This is an optimization exercise on Yosys and OpenROAD, whose aim is small area, a short achievable clock period and few clock cycles per item, not a production implementation.
No functional check of the RTL was part of any run shown here.
Power figures rest on the tool's default switching activity, not on a simulated workload.

==> flow/design.v <==
package sha1md_pkg;
  localparam logic [31:0] IV0 = 32'h67452301;
  localparam logic [31:0] IV1 = 32'hefcdab89;
  localparam logic [31:0] IV2 = 32'h98badcfe;
  localparam logic [31:0] IV3 = 32'h10325476;
  localparam logic [31:0] IV4 = 32'hc3d2e1f0;
  localparam logic [31:0] K0 = 32'h5A827999;
  localparam logic [31:0] K1 = 32'h6ED9EBA1;
  localparam logic [31:0] K2 = 32'h8F1BBCDC;
  localparam logic [31:0] K3 = 32'hCA62C1D6;
  function automatic logic [31:0] rotl(input logic [31:0] x, input integer n);
    rotl = (x << n) | (x >> (32 - n));
  endfunction
endpackage
module sha1_message_digest #(
  parameter int FD = 11           
) (
  input  logic        clk,
  input  logic        rst_n,
  input  logic        in_valid,
  output logic        in_stall,
  input  logic [7:0]  in_data_byte,
  input  logic        in_has_byte,
  input  logic        in_end_of_message,
  output logic        out_valid,
  input  logic        out_stall,
  output logic [31:0] out_digest_word,
  output logic [2:0]  out_word_index,
  output logic        out_final_word
);
  localparam logic [1:0] M_MSG  = 2'd0;    
  localparam logic [1:0] M_MARK = 2'd1;    
  localparam logic [1:0] M_PAD  = 2'd2;    
  localparam logic [6:0] S_FIN  = 7'd4;
  localparam logic [6:0] S_STRM = 7'd5;
  localparam logic [6:0] S_LAST = 7'd89;
  logic        ir_v, ir_h, ir_e;
  logic [7:0]  ir_d;
  logic        stall_r;
  logic [1:0]  mode_r;
  logic        mfirst_r;
  logic [1:0]  bcnt_r;
  logic [23:0] acc_r;
  logic [5:0]  pos_r;
  logic [54:0] blk_r;
  logic        hi_done_r;      
  logic [FD-1:0] wp_r, rp_r;   
  logic [4:0]  fcnt_r;
  logic        fempty_r, ffull_r;
  logic [31:0] fifo [FD];
  logic [4:0]  wcnt_r;
  logic        w0_r, w16_r;
  logic [6:0]  s_r;
  logic        f_le7, f_ge10, f_ge23, f_ge24, f_is7, f_is8, f_is89;
  logic signed [4:0] dd_r;
  logic        dd0_r, ddp_r, ddm1_r;
  logic        bfirst_r, bfinal_r, addiv_r, fin_r;
  logic        doadd_r;
  logic        useiv_r;   
  logic        obusy_r;
  logic [4:0]  ooh_r;     
  logic        oload_r;   
  logic [31:0] oword_r;
  logic        fch_r, fpar_r, fmaj_r;
  logic [3:0]  ksel_r;    
  logic [4:0]  ak_r;      
  logic        rotb_r;    
  logic [4:0]  ivs_r;     
  logic        rsrot_r;   
  logic [31:0] win  [16];
  logic [31:0] u    [5];
  logic [31:0] ring [5];
  logic [31:0] q_r, r_r;
  logic take, step_go, blkadd, blk8, word_ok, wok_next, msg_mode, byte_src, byte_go, consume;
  logic pad_go, word_go, comp_shift, len_lo_go, byte_ok, wdone, pop, bypass, push;
  logic [31:0] fhead;
  logic [7:0]  bval;
  logic [31:0] padw, word_in;
  assign in_stall = stall_r;
  assign take     = in_valid & ~stall_r;
  assign blkadd  = doadd_r & useiv_r & (obusy_r | oload_r);
  assign step_go = (f_le7 | f_ge24 | dd0_r) & ~blkadd;
  assign blk8    = ~bfirst_r & addiv_r & (obusy_r | oload_r);
  assign word_ok = ~w16_r & (w0_r | ddp_r | (dd0_r & ~(f_is8 & blk8)));
  assign wok_next = word_ok | (f_is89 & step_go) | (ddm1_r & step_go & ~(f_is7 & blk8));
  assign msg_mode = (mode_r == M_MSG);
  assign byte_src = msg_mode ? (ir_v & ir_h) : (mode_r == M_MARK);
  assign bval     = msg_mode ? ir_d : (mfirst_r ? 8'h80 : 8'h00);
  assign byte_ok  = (bcnt_r != 2'd3) | ~ffull_r | word_ok;
  assign byte_go  = byte_src & byte_ok;
  assign consume  = msg_mode & ir_v & (~ir_h | byte_ok);
  assign wdone    = byte_go & (bcnt_r == 2'd3);
  assign pop      = ~fempty_r & word_ok;
  assign bypass   = wdone & fempty_r & word_ok;
  assign push     = wdone & ~bypass;
  assign pad_go   = (mode_r == M_PAD) & fempty_r & word_ok;
  assign word_go  = pop | bypass | pad_go;
  assign len_lo_go = pad_go & hi_done_r & (wcnt_r == 5'd15);
  assign comp_shift = step_go & f_ge23;
  always_comb begin
    padw = 32'h0;
    if (wcnt_r == 5'd14) padw = blk_r[54:23];
    if (wcnt_r == 5'd15 && hi_done_r) padw = {blk_r[22:0], pos_r, 3'b000};
    fhead = 32'h0;
    for (int i = 0; i < FD; i++) fhead = fhead | ({32{rp_r[i]}} & fifo[i]);
  end
  assign word_in = pad_go ? padw : (fempty_r ? {acc_r, bval} : fhead);
  logic        ir_v_n, ir_h_n, stall_n;
  logic [1:0]  mode_n, bcnt_n;
  logic [4:0]  wcnt_n;
  logic [6:0]  s_n;
  logic signed [4:0] dd_n;
  logic        bfirst_n, addiv_n, fin_n, obusy_n;
  logic [4:0]  fcnt_n;
  always_comb begin
    ir_v_n = take | (ir_v & ~consume);
    ir_h_n = take ? in_has_byte : ir_h;
    mode_n = mode_r;
    if (msg_mode && consume && ir_e) mode_n = M_MARK;
    if (mode_r == M_MARK && wdone) mode_n = M_PAD;
    if (len_lo_go) mode_n = M_MSG;
    bcnt_n = bcnt_r + {1'b0, byte_go};
    s_n      = s_r;
    wcnt_n   = wcnt_r + {4'd0, word_go};
    bfirst_n = bfirst_r;
    addiv_n  = addiv_r;
    fin_n    = fin_r;
    dd_n     = dd_r;
    if (step_go && !word_go && !ddp_r) dd_n = dd_r + 5'sd1;
    if (!step_go && word_go) dd_n = dd_r - 5'sd1;
    if (step_go) begin
      if (f_is89) begin
        s_n      = bfinal_r ? S_FIN : S_STRM;
        wcnt_n   = 5'd0;
        bfirst_n = bfinal_r;
        addiv_n  = bfirst_r;
        fin_n    = bfinal_r;
        dd_n     = bfinal_r ? -5'sd3 : -5'sd2;
      end else begin
        s_n = s_r + 7'd1;
        if (f_is7) fin_n = 1'b0;
      end
    end
    obusy_n = obusy_r;
    if (obusy_r && !out_stall && ooh_r[4]) obusy_n = 1'b0;
    if (oload_r) obusy_n = 1'b1;
    fcnt_n = fcnt_r + {4'd0, push} - {4'd0, pop};
    if (!rst_n) begin
      s_n      = S_STRM;
      bfirst_n = 1'b1;
      addiv_n  = 1'b0;
      fin_n    = 1'b0;
    end
    stall_n = ir_v_n & ~((mode_n == M_MSG) & (~ir_h_n | (bcnt_n != 2'd3) | ~ffull_r | wok_next));
  end
  always_ff @(posedge clk) begin
    if (!rst_n) begin
      ir_v      <= 1'b0;
      stall_r   <= 1'b0;
      mode_r    <= M_MSG;
      bcnt_r    <= 2'd0;
      pos_r     <= 6'd0;
      blk_r     <= '0;
      hi_done_r <= 1'b0;
      wp_r      <= FD'(1);
      rp_r      <= FD'(1);
      fcnt_r    <= 5'd0;
      fempty_r  <= 1'b1;
      ffull_r   <= 1'b0;
      wcnt_r    <= 5'd0;
      w0_r      <= 1'b1;
      w16_r     <= 1'b0;
      dd_r      <= -5'sd2;
      dd0_r     <= 1'b0;
      ddp_r     <= 1'b0;
      ddm1_r    <= 1'b0;
      bfinal_r  <= 1'b0;
      obusy_r   <= 1'b0;
      oload_r   <= 1'b0;
      ooh_r     <= 5'b00001;
    end else begin
      ir_v      <= ir_v_n;
      stall_r   <= stall_n;
      mode_r    <= mode_n;
      bcnt_r    <= bcnt_n;
      wcnt_r    <= wcnt_n;
      w0_r      <= (wcnt_n == 5'd0);
      w16_r     <= (wcnt_n == 5'd16);
      dd_r      <= dd_n;
      dd0_r     <= (dd_n == 5'sd0);
      ddp_r     <= (dd_n > 5'sd0);
      ddm1_r    <= (dd_n == -5'sd1);
      obusy_r   <= obusy_n;
      oload_r   <= step_go & f_is7 & fin_r;
      if (msg_mode && consume && ir_h) begin
        pos_r <= pos_r + 6'd1;
        if (pos_r == 6'd63) blk_r <= blk_r + 55'd1;
      end
      if (len_lo_go) begin
        pos_r    <= 6'd0;
        blk_r    <= '0;
        bfinal_r <= 1'b1;
      end
      if (pad_go && wcnt_r == 5'd14) hi_done_r <= 1'b1;
      if (len_lo_go) hi_done_r <= 1'b0;
      if (step_go && f_is89) bfinal_r <= 1'b0;
      if (push) wp_r <= {wp_r[FD-2:0], wp_r[FD-1]};
      if (pop)  rp_r <= {rp_r[FD-2:0], rp_r[FD-1]};
      fcnt_r    <= fcnt_n;
      fempty_r  <= (fcnt_n == 5'd0);
      ffull_r   <= (fcnt_n == 5'(FD));
      if (obusy_r && !out_stall) ooh_r <= {ooh_r[3:0], ooh_r[4]};
      if (oload_r) ooh_r <= 5'b00001;
    end
  end
  always_ff @(posedge clk) begin
    s_r      <= s_n;
    bfirst_r <= bfirst_n;
    addiv_r  <= addiv_n;
    fin_r    <= fin_n;
    f_le7    <= (s_n <= 7'd7);
    f_ge10   <= (s_n >= 7'd10);
    f_ge23   <= (s_n >= 7'd23);
    f_ge24   <= (s_n >= 7'd24);
    f_is7    <= (s_n == 7'd7);
    f_is8    <= (s_n == 7'd8);
    f_is89   <= (s_n == S_LAST);
    doadd_r  <= (s_n == S_LAST) | (s_n == S_FIN)
              | (fin_n & (s_n >= 7'd5) & (s_n <= 7'd7))
              | (~bfirst_n & (s_n >= 7'd5) & (s_n <= 7'd8));
    useiv_r  <= (s_n == S_LAST) ? bfirst_n : addiv_n;
    ak_r[4]  <= bfirst_n & (s_n == S_LAST);
    for (int j = 0; j < 4; j++)
      ak_r[j] <= addiv_n & ((fin_n & (s_n == 7'(7 - j))) | (~bfirst_n & (s_n == 7'(8 - j))));
    rotb_r   <= (s_n == S_LAST) | (s_n == S_FIN) | (fin_n & (s_n == 7'd5))
              | (~bfirst_n & (s_n >= 7'd5) & (s_n <= 7'd6));
    for (int j = 0; j < 5; j++)
      ivs_r[j] <= bfirst_n & (s_n == 7'(5 + j));
    rsrot_r  <= ~bfirst_n & (s_n <= 7'd7);
    fch_r    <= (s_n <= 7'd28);
    fmaj_r   <= (s_n >= 7'd49) & (s_n <= 7'd68);
    fpar_r   <= ~((s_n <= 7'd28) | ((s_n >= 7'd49) & (s_n <= 7'd68)));
    ksel_r   <= (s_n <= 7'd27) ? 4'b0001 : (s_n <= 7'd47) ? 4'b0010 : (s_n <= 7'd67) ? 4'b0100 : 4'b1000;
  end
  always_ff @(posedge clk) begin
    if (take) begin
      ir_d <= in_data_byte;
      ir_h <= in_has_byte;
      ir_e <= in_end_of_message;
    end
    if (msg_mode && consume && ir_e) mfirst_r <= 1'b1;
    else if (byte_go) mfirst_r <= 1'b0;
    if (byte_go) acc_r <= {acc_r[15:0], bval};
    for (int i = 0; i < FD; i++) if (push && wp_r[i]) fifo[i] <= {acc_r, bval};
  end
  logic [31:0] wmix, wnew;
  assign wmix = win[13] ^ win[8] ^ win[2] ^ win[0];
  assign wnew = {wmix[30:0], wmix[31]};
  always_ff @(posedge clk) begin
    if (comp_shift || word_go) begin
      for (int i = 0; i < 15; i++) win[i] <= win[i+1];
      win[15] <= comp_shift ? wnew : word_in;
    end
  end
  logic [31:0] t_val, u1r, u2r, fval, q_nxt, r_nxt, kval;
  assign u1r   = {u[1][1:0], u[1][31:2]};
  assign u2r   = {u[2][1:0], u[2][31:2]};
  assign t_val = {u[0][26:0], u[0][31:27]} + q_r;
  logic [31:0] f1, f0;
  assign f1    = ({32{fch_r}} & u1r) | ({32{fpar_r}} & ~(u1r ^ u2r)) | ({32{fmaj_r}} & (u1r | u2r));
  assign f0    = ({32{fch_r}} & u2r) | ({32{fpar_r}} &  (u1r ^ u2r)) | ({32{fmaj_r}} & (u1r & u2r));
  assign fval  = (u[0] & f1) | (~u[0] & f0);
  assign q_nxt = fval + r_r;
  assign kval  = ({32{ksel_r[0]}} & sha1md_pkg::K0) | ({32{ksel_r[1]}} & sha1md_pkg::K1)
               | ({32{ksel_r[2]}} & sha1md_pkg::K2) | ({32{ksel_r[3]}} & sha1md_pkg::K3);
  assign r_nxt = u2r + kval + win[15];
  logic [31:0] add_a, add_b, sum, ivs, rs, strm;
  assign add_a = ({32{~useiv_r}} & ring[0])
               | ({32{ak_r[0]}} & sha1md_pkg::IV0) | ({32{ak_r[1]}} & sha1md_pkg::IV1)
               | ({32{ak_r[2]}} & sha1md_pkg::IV2) | ({32{ak_r[3]}} & sha1md_pkg::IV3)
               | ({32{ak_r[4]}} & sha1md_pkg::IV4);
  assign add_b = rotb_r ? {u[3][1:0], u[3][31:2]} : u[3];
  assign sum   = add_a + add_b;
  assign ivs  = ({32{ivs_r[0]}} & {sha1md_pkg::IV4[29:0], sha1md_pkg::IV4[31:30]})
              | ({32{ivs_r[1]}} & {sha1md_pkg::IV3[29:0], sha1md_pkg::IV3[31:30]})
              | ({32{ivs_r[2]}} & {sha1md_pkg::IV2[29:0], sha1md_pkg::IV2[31:30]})
              | ({32{ivs_r[3]}} & sha1md_pkg::IV1)
              | ({32{ivs_r[4]}} & sha1md_pkg::IV0);
  assign rs   = rsrot_r ? {ring[4][29:0], ring[4][31:30]} : ring[4];
  assign strm = bfirst_r ? ivs : rs;
  always_ff @(posedge clk) begin
    if (step_go) begin
      u[0] <= f_ge10 ? t_val : strm;
      for (int i = 1; i < 5; i++) u[i] <= u[i-1];
      q_r <= q_nxt;
      r_r <= r_nxt;
      if (doadd_r) begin
        for (int i = 0; i < 4; i++) ring[i] <= ring[i+1];
        ring[4] <= sum;
      end
    end
  end
  assign out_valid       = obusy_r;
  assign out_word_index  = {ooh_r[4], ooh_r[3] | ooh_r[2], ooh_r[3] | ooh_r[1]};
  assign out_final_word  = ooh_r[4];
  assign out_digest_word = oword_r;
  logic [4:0]  onext;
  logic [31:0] oword_n;
  assign onext   = oload_r ? 5'b00001 : {ooh_r[3:0], 1'b0};
  assign oword_n = ({32{onext[0]}} & ring[4]) | ({32{onext[1]}} & ring[3])
                 | ({32{onext[2]}} & ring[2]) | ({32{onext[3]}} & ring[1])
                 | ({32{onext[4]}} & ring[0]);
  always_ff @(posedge clk) begin
    if (oload_r || (obusy_r && !out_stall && !ooh_r[4])) oword_r <= oword_n;
  end
endmodule
==> flow/run.sh <==
#!/bin/bash
# synth_recipe.tcl (not shown) runs the flow's synth.tcl, then flattens the netlist and writes it again
# the make line also repeats each setting of config.mk as NAME=value (left out here)
make -C /OpenROAD-flow-scripts/flow DESIGN_CONFIG=/design/flow/config.mk WORK_HOME=/design/flow/orfs CLKGATE_MAP_FILE= SYNTH_SCRIPT=/design/flow/synth_recipe.tcl finish
==> flow/config.mk <==
export PLATFORM = sky130hd
export DESIGN_NAME = sha1_message_digest
export DESIGN_NICKNAME = sha1_message_digest
export VERILOG_FILES = /design/flow/design.v
export SDC_FILE = /design/flow/constraint.sdc
export NUM_CORES = 4
export LEC_CHECK = 0
export ABC_AREA = 1
export CAP_MARGIN = 20
export CORE_MARGIN = 2
export CORE_UTILIZATION = 45
export PLACE_DENSITY = 0.6
export SETUP_SLACK_MARGIN = 4.0
export SLEW_MARGIN = 20
==> flow/constraint.sdc <==
create_clock -name core_clock -period 7.5 [get_ports {clk}]
set_input_delay 1.5000 -clock core_clock [delete_from_list [all_inputs] [get_ports {clk}]]
set_output_delay 1.5000 -clock core_clock [all_outputs]
set_load 0.01 [all_outputs]
==> flow_metrics.py, run 1 <==
metrics = {
    "status": {
        "status": "no timing/DRC/antenna violations",
    },
    "floorplan": {
        "die_y_um": 375.9,
        "start_util": 0.4533,
        "die_w_um": 375.9,
        "core_area_um2": 137300,
        "dieArea_um2": 141300,
        "io_pins": 52,
        "num_rows": 136,
    },
    "clock_network": {
        "cts_tree": "yes",
        "numCtsBuffers": 152,
        "clock_sink_count": 1441,
        "clk_latency_ns": 0.81,
        "cts.reportedPaths.clkPinSlew_ns": 0.06,
        "root_buffer": "clkbuf_16",
        "cts_buffer_depth": 3,
        "hold_buffers": 0,
        "htree_levels": 4,
    },
    "setup_path": {
        "path_depth": 1,
        "cp-endpoint": "in_stall",
        "r2r_cells": 14,
        "slowest_delay_ns": 0.61,
        "r2r-start": "u[2][17]$_DFFE_PP_",
        "cpLargestDelayFamily": "buffers and inverters",
        "cp-start-kind": "flop",
        "cp.required_ns": 6.00,
        "cp_slowest_cell": "clkdlybuf4s50_1",
        "critPathArrivalTime_ns": 1.96,
        "path_buf_inv": 1,
        "reg2reg_slack_ns": 4.15,
        "endpoint_kind": "primary output",
        "crit_path_cell_trace": "clkdlybuf4s50_1",
        "startpoint": "stall_r$_SDFF_PN0_",
        "crit_type": "flop to primary output",
        "r2r-end": "q_r[29]$_DFFE_PP_",
        "worst-path-max-fanout": 2,
    },
    "detailed_routing": {
        "dr.pass1.iters": 5,
        "routed_via_density": 5.619,
        "wl_mm": 167.8,
        "drtAntennaViolNets": 0,
        "route.detailed.drc": 0,
        "drt-initial-drc-count": 3961,
        "wl_per_cell_um": 23.57,
        "vias": 39990,
    },
    "synth": {
        "synth.yosys.seq_area_share": 0.6694,
        "synth-edff-count": 1281,
        "synthCells": 5056,
        "yosysUniqueCellTypes": 72,
        "synthArstFlopShare": 0,
        "netlist_area_um2": 62250,
        "synth_seq_cells": 1441,
        "yosysWarningCount": 5,
        "synth_ff_type": "edfxtp_1",
        "syn_avg_cell_area_um2": 12.31,
        "synth_fp_nets": 5306,
    },
    "run": {
        "drv_cap": 0,
    },
    "finish": {
        "fillCellCount": 11780,
        "layout-drive-gt1-share": 0.08061,
        "layout_common_cells": "edfxtp_1 (1281), nand2_1 (730), inv_1 (480)",
        "synthToLayoutAreaGrowth_pct": 13.09,
        "layout_commonest_cell": "edfxtp_1",
        "nets": 5443,
    },
    "timing": {
        "relSlewSlack": 0.3124,
        "worst_slew_pin_slew_ns": 1.031,
        "rsz0062_at_grt": "yes",
        "hold_violations": 0,
        "fin_crit_sh": 0.4612,
        "finalCriticalPeriod_ns": 3.459,
        "setup_violations": 0,
        "slew_violations": 0,
        "setup_tns_ns": 0,
        "skew_ns": 0.04512,
        "fmax_mhz": 289.1,
    },
    "global_route": {
        "grt_use_total": 0.2336,
        "grt_pass1_wl_mm": 246.1,
        "grt_pass1_vias": 38100,
        "antenna_found_initial": 5,
        "grt_start_max_net_pins": 161,
        "grt-ovfl-total": 0,
    },
    "power_and_ir_drop": {
        "power.internal_mw": 21.71,
        "power_density_nw_per_um2": 514.1,
        "leakagePower_nw": 25.72,
        "peakVddDrop_v": 0.0003114,
        "p_switching_mw": 14.49,
        "p_comb_frac": 0.396,
        "p_sw_frac": 0.4003,
        "power.total_mw": 36.20,
        "seq_power_share": 0.402,
        "clockPowerShare": 0.202,
    },
    "placed_design": {
        "hpwl_mm": 110.8,
        "gp_congestion": 0.9572,
        "numPortBuffers": 51,
    },
    "min_path": {
        "hold_path_class": "flop to flop",
    },
}
==> metrics by stage <==
stage	setup WS (ns)	util	cell area (µm²)	hold WS [ns]	std cells
3_5_place_dp	3.318	0.4732	64980	0.4045	6811
4_1_cts	3.964	0.5098	70000	0.4042	7098
2_1_floorplan	2.810	-	62320	0.4003	5056
6_report	4.041	0.5127	70400	0.4084	7117
3_3_place_gp	3.374	0.4732	64980	0.4003	6811
5_1_grt	3.886	0.5126	70400	0.4069	7116
==> Yosys cell counts, drive strengths merged, types with 9 or more instances <==
cell type,n,share of area
dfxtp,160,0.051
a21o,17,0.0021
o21a,19,0.0023
fa,35,0.011
nor2,356,0.022
a41oi,15,0.0021
o221ai,13,0.0018
a21boi,9,0.0011
xor2,133,0.019
a221oi,129,0.018
nor3,79,0.0072
xnor2,107,0.015
nand3,166,0.014
buf,21,0.0019
a31oi,55,0.0055
edfxtp,1281,0.62
ha,201,0.040
nand4,41,0.0043
nand2,754,0.047
o211ai,50,0.0063
o21bai,13,0.0016
a21oi,302,0.024
nor4,28,0.0030
o22ai,32,0.0032
o21ai,302,0.024
inv,508,0.031
a22o,64,0.0090
clkbuf,128,0.0077
==> power groups by stage <==
stage,clock network [mW],registers [mW],logic [mW]
after floorplan,0,13.9,9.57
after global placement,0,14.6,13.7
after detailed placement,0,14.7,13.7
after CTS,7.48,14.6,13.9
after global routing,7.80,14.8,15.8
final,7.32,14.5,14.3
==> cells by family after synthesis <==
family	share of synthesized area
AOI/OAI and AO/OA	0.1050
xor gates and xnor gates	0.03413
adders and majority gates	0.05165
buffers and inverters	0.04054
DFF	0.6694
muxes	0.0001809
and+or+nand+nor	0.09915
==> final cells by class <==
| cell class | instances | area [µm²] | share of cell area |
|---|---|---|---|
| diodes | 1 | 2.502 | 0.00003555 |
| multi-input cells | 2957 | 18330 | 0.2603 |
| flip-flops and latches | 1441 | 41680 | 0.5921 |
| clock buffers | 207 | 4080 | 0.05796 |
| clock inverters | 76 | 794.5 | 0.01129 |
| inverters | 511 | 1957 | 0.02780 |
| repair buffers | 130 | 1310 | 0.01861 |
| well taps | 1794 | 2245 | 0.03188 |
==> metal layers <==
metal / wire length, µm / share of wire / vias to the layer above / track usage
met2: 78500 / 0.47 / 1298 / 0.3742
met4: 4902 / 0.029 / 0 / 0.07274
met3: 9636 / 0.057 / 257 / 0.03541
li1: - / - / 18540 / -
met1: 74740 / 0.45 / 19900 / 0.3291
met5: 0 / 0 / - / 0
==> worst min path at each step <==
stage | from | end | slack (ns) | cells past startpoint
after floorplan | win[1][0]$_DFFE_PP_ | win[0][0]$_DFFE_PP_ | 0.40 | 0
after global placement | win[1][11]$_DFFE_PP_ | win[0][11]$_DFFE_PP_ | 0.40 | 0
after detailed placement | win[11][12]$_DFFE_PP_ | win[10][12]$_DFFE_PP_ | 0.40 | 0
after CTS | win[9][1]$_DFFE_PP_ | win[8][1]$_DFFE_PP_ | 0.40 | 0
after global routing | win[3][17]$_DFFE_PP_ | win[2][17]$_DFFE_PP_ | 0.41 | 0
final | win[9][1]$_DFFE_PP_ | win[8][1]$_DFFE_PP_ | 0.41 | 0
==> registers in the layout (all words and copies together), names as in the netlist, 8 cells and up <==
name and flops:
oword_r 32, win 512, q_r 32, rp_r 11
wp_r 11, acc_r 24, r_r 32, blk_r 55
u 128, ring 160, ir_d 8, fifo 352
==> repair_timing <==
| action | 4_1_cts | 5_1_grt |
|---|---|---|
| gates cloned | 2 | 2 |
| buffers inserted | 2 | 15 |
| setup endpoints to repair | 567 | 393 |
| gates resized for setup | 37 | 66 |
| pin swaps | 2 | 5 |
==> inputs of run 2 (changes only) <==
--- a/flow/config.mk
+++ b/flow/config.mk
@@ -12,3 +12,3 @@
 export PLACE_DENSITY = 0.6
-export SETUP_SLACK_MARGIN = 4.0
+export SETUP_SLACK_MARGIN = 4.5
 export SLEW_MARGIN = 20
==> run 2 against run 1 <==
  * Still clean
  * Via count increased by 2.3%
  * Design area up 3.7%
  * Synthesized area unchanged
  * Clock power up 2%
  * Cell count increased by 2.0%
  * Core utilization increased by 1.9 points
  * Clock skew decreased by 0.015 ns
  * Sequential power barely moved
  * Register-to-register slack improved by 0.23 ns
  * Global-route usage grew 0.44 points
  * Sequential share of layout area down 2.1 points
  * Die area stayed put
  * Largest cell class unchanged
  * Highest routed layer is now met5
==> flow_metrics.py, run 2 <==
metrics = {
    "power_and_ir_drop": {
        "p_comb_frac": 0.438,
        "p_switching_mw": 15.49,
        "p_sw_frac": 0.3970,
        "power.internal_mw": 23.53,
        "leakagePower_nw": 26.80,
        "peakVddDrop_v": 0.0003276,
        "clockPowerShare": 0.191,
        "seq_power_share": 0.371,
        "power_density_nw_per_um2": 534.5,
    },
    "synth": {
        "synth.yosys.seq_area_share": 0.6694,
        "syn_avg_cell_area_um2": 12.31,
        "yosysUniqueCellTypes": 72,
        "synth_top_area_frac": 0.6179,
        "netlist_area_um2": 62250,
        "synth_fp_nets": 5306,
        "ys_top_cells_by_area": "edfxtp_1 (62%), dfxtp_1 (5.1%), nand2_1 (4.4%), ha_1 (4.0%), inv_1 (2.9%)",
        "synthArstFlopShare": 0,
        "synth_most_common_cell": "edfxtp_1",
        "synth_seq_cells": 1441,
        "synth-edff-count": 1281,
        "ys_top_cells_by_count": "edfxtp_1 (1281), nand2_1 (734), inv_1 (489), nor2_1 (346), a21oi_1 (301)",
        "synth.largest_area_cell": "edfxtp_1",
        "synth_ff_type": "edfxtp_1",
        "yosysWarningCount": 5,
        "synthCells": 5056,
    },
    "setup_path": {
        "crit_type": "flop to flop",
        "path_buf_inv": 6,
        "critPathArrivalTime_ns": 3.70,
        "endpoint_kind": "flop",
        "cpLargestDelayFamily": "compound AO/OA/AOI/OAI gates",
        "worst-path-max-fanout": 8,
        "cp-start-kind": "flop",
        "cp_slowest_cell": "dfxtp_4",
        "cp.required_ns": 8.08,
        "crit_path_cell_trace": "buf_12, clkinvlp_4, buf_12, clkbuf_16, o22ai_2, nor2_1, a31oi_1, ha_1, a21oi_2, o21ai_4, nand2_2, nand2_2, a31oi_4, o21ai_2, buf_4, buf_4, xor2_1",
        "slowest_delay_ns": 0.35,
    },
    "timing": {
        "hold_ws_ns": 0.4090,
        "slew_violations": 0,
        "skew_ns": 0.03060,
        "setup_ws_ns": 4.378,
        "finalCriticalPeriod_ns": 3.122,
        "rsz0062_at_grt": "yes",
        "fmax_mhz": 320.4,
        "setup_violations": 0,
        "setup_tns_ns": 0,
        "fin_crit_sh": 0.4162,
        "hold_violations": 0,
        "relSlewSlack": 0.3118,
        "worst_slew_pin_slew_ns": 1.021,
    },
    "floorplan": {
        "start_util": 0.4533,
        "io_pins": 52,
        "num_rows": 136,
        "die_w_um": 375.9,
        "dieArea_um2": 141300,
        "core_area_um2": 137300,
        "die_y_um": 375.9,
    },
    "finish": {
        "layout-drive-gt1-share": 0.1476,
        "layout_common_cells": "edfxtp_1 (1281), nand2_1 (695), inv_1 (449)",
        "regMostFlops": "win",
        "synthToLayoutAreaGrowth_pct": 17.25,
        "layout_commonest_cell": "edfxtp_1",
        "nets": 5589,
        "reg_top3": "win x512, fifo x352, ring x160",
        "largest_reg_flops": 512,
    },
    "global_route": {
        "grt_start_max_net_pins": 161,
        "grt_pass1_vias": 38860,
        "grt_pass1_wl_mm": 251.1,
        "grt_use_total": 0.2380,
        "antenna_found_initial": 3,
        "grt-ovfl-total": 0,
    },
    "clock_network": {
        "clk_latency_ns": 0.80,
        "cts_buffer_depth": 3,
        "htree_levels": 4,
        "clock_sink_count": 1441,
        "cts_tree": "yes",
        "numCtsBuffers": 153,
        "root_buffer": "clkbuf_16",
        "hold_buffers": 0,
        "cts.reportedPaths.clkPinSlew_ns": 0.07,
    },
    "detailed_routing": {
        "vias": 40910,
        "drtAntennaViolNets": 0,
        "drt-initial-drc-count": 4097,
        "routed_via_density": 5.633,
        "wl_mm": 171.9,
        "route.detailed.drc": 0,
        "dr.pass1.iters": 6,
        "wl_per_cell_um": 23.67,
    },
    "run": {
        "drv_cap": 0,
    },
    "min_path": {
        "hold_path_class": "flop to flop",
    },
    "status": {
        "status": "no timing/DRC/antenna violations",
    },
    "placed_design": {
        "hpwl_mm": 110.1,
        "gp_congestion": 0.9170,
        "place_ws_ns": 3.287,
        "numPortBuffers": 51,
    },
}
run 2: cell type report:
cell class	instances	area, µm²
diodes	1	2.502
clock buffers	202	4202
clock inverters	81	762.0
fillers	11460	64330
inverters	511	2001
multi-input cells	2958	19400
flip-flops and latches	1441	41710
well taps	1794	2245
repair buffers	272	2650
repair inverters	2	13.76
run 2: kinds of logic after synthesis:
group                      after synthesis  synth area share
and+or+nand+nor                       1435           0.09915
DFF                                   1441            0.6694
AOI/OAI and AO/OA                     1043            0.1050
muxes                                    1         0.0001809
xor gates and xnor gates               240           0.03413
adders and majority gates              236           0.05165
buffers and inverters                  660           0.04054
run 2: final timing paths:
check / start / slack [ns] / to / cells after the start
worst max register to register: fmaj_r$_DFF_P_ / 4.38 / q_r[16]$_DFFE_PP_ / 17
worst min-delay path: win[7][30]$_DFFE_PP_ / 0.41 / win[6][30]$_DFFE_PP_ / 0
worst max-delay path: fmaj_r$_DFF_P_ / 4.38 / q_r[16]$_DFFE_PP_ / 17
worst min register to register: win[7][30]$_DFFE_PP_ / 0.41 / win[6][30]$_DFFE_PP_ / 0
run 2: timing repair:
item | in CTS | in global routing
gates cloned | 12 | 2
resized for setup | 273 | 234
endpoints found under the setup margin | 1092 | 647
setup buffers | 77 | 78
pin swaps | 40 | 99
run 2: worst register-to-register path, stage by stage, from the launching register on:
cell and delay, ns:
dfxtp_4 0.35, buf_12 0.11, clkinvlp_4 0.16, buf_12 0.18
clkbuf_16 0.16, o22ai_2 0.14, nor2_1 0.05, a31oi_1 0.19
ha_1 0.33, a21oi_2 0.21, o21ai_4 0.10, nand2_2 0.07
nand2_2 0.06, a31oi_4 0.20, o21ai_2 0.10, buf_4 0.14
buf_4 0.12, xor2_1 0.26
run 2: per-layer routing:
layer  wire length, µm  GRT usage  vias to the layer above
met5                13          0                        -
met4              5751    0.07782                        2
met3             10960    0.03879                      285
met2             80370     0.3793                     1397
met1             74830     0.3336                    20420
li1                  -          -                    18810
run 2: through the flow:
step	area [µm²]	total power [mW]	instances	util
finish	72990	39.02	7262	0.5315
global route	72990	41.20	7261	0.5315
CTS	71450	37.06	7181	0.5203
detailed placement	64970	28.30	6809	0.4731
global placement	64970	28.18	6809	0.4731
floorplan	62320	23.46	5056	-
run 2: power groups by stage:
stage	Sequential [mW]	Clock, mW	Combinational (mW)
finish	14.5	7.46	17.1
global route	14.7	7.91	18.6
CTS	14.5	7.60	15.0
detailed placement	14.7	0	13.6
global placement	14.6	0	13.5
floorplan	13.9	0	9.57
==> inputs of run 3 (changes only) <==
--- a/flow/config.mk
+++ b/flow/config.mk
@@ -10,4 +10,4 @@
 export CORE_MARGIN = 2
-export CORE_UTILIZATION = 45
-export PLACE_DENSITY = 0.6
+export CORE_UTILIZATION = 60
+export PLACE_DENSITY = 0.75
 export SETUP_SLACK_MARGIN = 4.5
==> run 3 against run 2 <==
  * Sequential cell count stayed put
  * Largest power group unchanged
  * Clock-buffer cell count is 18 lower
  * Non-clock buffer count stayed put
  * Clock skew is 0.0084 ns higher
  * Critical path type unchanged
  * Cell count is 5.9% lower
==> flow_metrics.py, run 3 <==
metrics = {
    "synth": {
        "ys_top_cells_by_area": "edfxtp_1 (62%), dfxtp_1 (5.1%), nand2_1 (4.4%), ha_1 (4.0%), inv_1 (2.9%)",
        "synth-edff-count": 1281,
        "synth_ff_type": "edfxtp_1",
        "synth.yosys.seq_area_share": 0.6694,
        "synth_seq_cells": 1441,
        "ys_top_cells_by_count": "edfxtp_1 (1281), nand2_1 (734), inv_1 (489), nor2_1 (346), a21oi_1 (301)",
        "synthCells": 5056,
        "yosysUniqueCellTypes": 72,
        "yosysWarningCount": 5,
        "synth_most_common_cell": "edfxtp_1",
        "synthArstFlopShare": 0,
        "syn_avg_cell_area_um2": 12.31,
        "netlist_area_um2": 62250,
        "synth_fp_nets": 5306,
        "synth_top_area_frac": 0.6179,
        "synth.largest_area_cell": "edfxtp_1",
    },
    "finish": {
        "final_core_util": 0.7008,
        "n_antenna_cell": 0,
        "layout_common_cells": "edfxtp_1 (1281), nand2_1 (691), inv_1 (452)",
        "fillCellCount": 6906,
        "reg_top3": "win x512, fifo x352, ring x160",
        "regMostFlops": "win",
        "largest_reg_flops": 512,
        "nets": 5584,
        "finalNonFillerCells": 6833,
        "layout_commonest_cell": "edfxtp_1",
        "synthToLayoutAreaGrowth_pct": 16.18,
        "layout-drive-gt1-share": 0.1495,
    },
    "floorplan": {
        "core_area_um2": 103200,
        "start_util": 0.6032,
        "io_pins": 52,
        "num_rows": 118,
        "die_y_um": 326.1,
        "dieArea_um2": 106300,
        "die_w_um": 326.1,
    },
    "timing": {
        "finalCriticalPeriod_ns": 3.104,
        "slew_violations": 0,
        "fmax_mhz": 322.2,
        "fin_crit_sh": 0.4138,
        "worst_slew_pin_slew_ns": 1.185,
        "setup_tns_ns": 0,
        "setup_violations": 0,
        "hold_violations": 0,
        "skew_ns": 0.03903,
        "relSlewSlack": 0.2073,
        "rsz0062_at_grt": "yes",
    },
    "setup_path": {
        "endpoint_kind": "flop",
        "cp.required_ns": 8.00,
        "crit_path_frequent_cell": "buf_12",
        "worst-path-max-fanout": 22,
        "critPathArrivalTime_ns": 3.60,
        "crit_type": "flop to flop",
        "crit_path_cell_trace": "buf_12, clkinvlp_4, buf_12, o21ai_0, nor2_1, a31oi_1, ha_2, fa_2, nand3_2, nand2_4, a21oi_4, o21ai_2, nand3_1, nand2_2, a21boi_2, buf_4, xnor2_1",
        "r2r-start": "fpar_r$_DFF_P_",
        "cp_slowest_cell": "dfxtp_4",
        "cp-start-kind": "flop",
        "slowest_delay_ns": 0.39,
        "startpoint": "fpar_r$_DFF_P_",
    },
    "clock_network": {
        "numCtsBuffers": 146,
        "cts_buffer_depth": 3,
        "clk_latency_ns": 0.77,
        "clock_sink_count": 1441,
        "cts.reportedPaths.clkPinSlew_ns": 0.06,
        "root_buffer": "clkbuf_16",
        "cts_tree": "yes",
        "htree_levels": 4,
    },
    "global_route": {
        "grt_use_total": 0.3043,
        "grt-ovfl-total": 0,
        "grt_pass1_wl_mm": 243.2,
        "grt_pass1_vias": 39230,
        "grt_start_max_net_pins": 102,
        "antenna_found_initial": 2,
    },
    "power_and_ir_drop": {
        "clockPowerShare": 0.187,
        "p_switching_mw": 15.73,
        "power.internal_mw": 23.58,
        "power_density_nw_per_um2": 543.6,
        "leakagePower_nw": 26.76,
        "p_sw_frac": 0.4002,
        "power.total_mw": 39.32,
        "p_comb_frac": 0.446,
        "seq_power_share": 0.368,
        "peakVddDrop_v": 0.0003954,
    },
    "detailed_routing": {
        "routed_via_density": 6.145,
        "dr.pass1.iters": 6,
        "drtAntennaViolNets": 0,
        "route.detailed.drc": 0,
        "vias": 41990,
        "wl_mm": 166.0,
        "drt-initial-drc-count": 4974,
        "wl_per_cell_um": 24.30,
    },
    "status": {
        "status": "no timing/DRC/antenna violations",
    },
    "run": {
        "drv_cap": 0,
    },
    "placed_design": {
        "hpwl_mm": 104.3,
        "gp_congestion": 0.9897,
        "dp_cells": 6393,
        "numPortBuffers": 51,
    },
    "min_path": {
        "min-delay-start": "win[3][11]$_DFFE_PP_",
        "hold_path_class": "flop to flop",
    },
}
[run 3: cell counts after synthesis]
No cell type changed its count.
[run 3: layout make-up]
| class | count | area [µm²] | share of cell area |
|---|---|---|---|
| Inverter | 511 | 2012 | 0.02782 |
| Multi-Input combinational cell | 2958 | 19460 | 0.2691 |
| Clock inverter | 83 | 830.8 | 0.01149 |
| Timing Repair inverter | 4 | 30.03 | 0.0004152 |
| Sequential cell | 1441 | 41710 | 0.5767 |
| Tap cell | 1380 | 1727 | 0.02387 |
| Clock buffer | 184 | 4040 | 0.05586 |
| Timing Repair Buffer | 272 | 2511 | 0.03472 |
[run 3: final timing paths]
| kind | endpoint | slack (ns) | cells past startpoint |
|---|---|---|---|
| worst min register to register | win[2][11]$_DFFE_PP_ | 0.40 | 0 |
| worst max register to register | q_r[18]$_DFFE_PP_ | 4.40 | 17 |
| worst max-delay path | q_r[18]$_DFFE_PP_ | 4.40 | 17 |
| worst min-delay path | win[2][11]$_DFFE_PP_ | 0.40 | 0 |
[run 3: power groups by stage]
stage / Sequential [mW] / Clock, mW / Combinational (mW)
after floorplan: 13.9 / 0 / 9.57
after global placement: 14.5 / 0 / 13.3
after detailed placement: 14.6 / 0 / 13.5
after CTS: 14.5 / 7.43 / 14.9
after global routing: 14.7 / 7.72 / 18.8
final: 14.5 / 7.34 / 17.5
[run 3: worst max-delay path: cells and delay by family, from the launching register on]
| family | cells | cell delay [ns] |
|---|---|---|
| AO/OA/AOI/OAI | 5 | 0.71 |
| AND/OR/NAND/NOR | 5 | 0.54 |
| flip-flops | 1 | 0.39 |
| buffers and inverters | 4 | 0.57 |
| adder cells (fa/ha/maj) | 2 | 0.49 |
| XOR/XNOR | 1 | 0.14 |
[run 3: through the flow]
stage | hold slack, ns | instance area (µm²) | setup WS (ns)
after detailed placement | 0.4045 | 64410 | 3.067
after floorplan | 0.4003 | 62320 | 3.373
after CTS | 0.4042 | 70750 | 4.446
after global placement | 0.4003 | 64410 | 3.198
final | 0.4002 | 72320 | 4.396
after global routing | 0.4071 | 72320 | 4.261
[run 3: routing by layer]
metal,global-route usage,share of wire,vias up
li1,-,-,18810
met1,0.4239,0.40,20530
met2,0.4685,0.46,2203
met3,0.05523,0.088,451
met4,0.1437,0.051,2
met5,0,0.000072,-
[run 3: logic make-up after synthesis]
logic type,after synthesis,share of synthesized area
XOR/XNOR,240,0.03413
buffers and inverters,660,0.04054
multiplexers,1,0.0001809
flip-flops,1441,0.6694
AND/OR/NAND/NOR,1435,0.09915
AO/OA/AOI/OAI,1043,0.1050
adder cells (fa/ha/maj),236,0.05165
[run 3: repair_timing]
action,4_1_cts,5_1_grt
gates cloned,10,3
hold endpoints to repair,0,0
buffers inserted,85,75
pin swaps,49,107
setup endpoints to repair,1281,257
hold buffers,0,0
resized for setup,251,240

-- separate check: timing with driven ports --
The results above use ideal ports. As a check the final layouts listed here were re-extracted and re-timed, cells and wires unchanged. Step 1: set_driving_cell puts a clkbuf_16 on clk and a buf_2 on each other input, an assumption about the parent block. Step 2 moves the port delays by t, midway between the first and last clock arrival at a register: inputs arrive t later, outputs are due t later. That takes back most of the time a late clock gives input paths. Slacks: ideal ports / drivers / drivers and shift; pairs: ideal ports / drivers.
| run | t, ns | setup WS [ns] | hold slack, ns |
|---|---|---|---|
| run 1 | 0.861 | 4.041 / 3.969 / 3.386 | 0.408 / 0.408 / 0.408 |
| run 2 | 0.859 | 4.378 / 4.378 / 3.848 | 0.409 / 0.409 / 0.409 |
| run 3 | 0.826 | 4.396 / 4.396 / 3.979 | 0.400 / 0.400 / 0.400 |
After both steps every run listed still meets setup and hold. For run 1, which loses most, drivers alone change the setup slack by -0.072 ns; drivers and shift together by -0.655 ns.
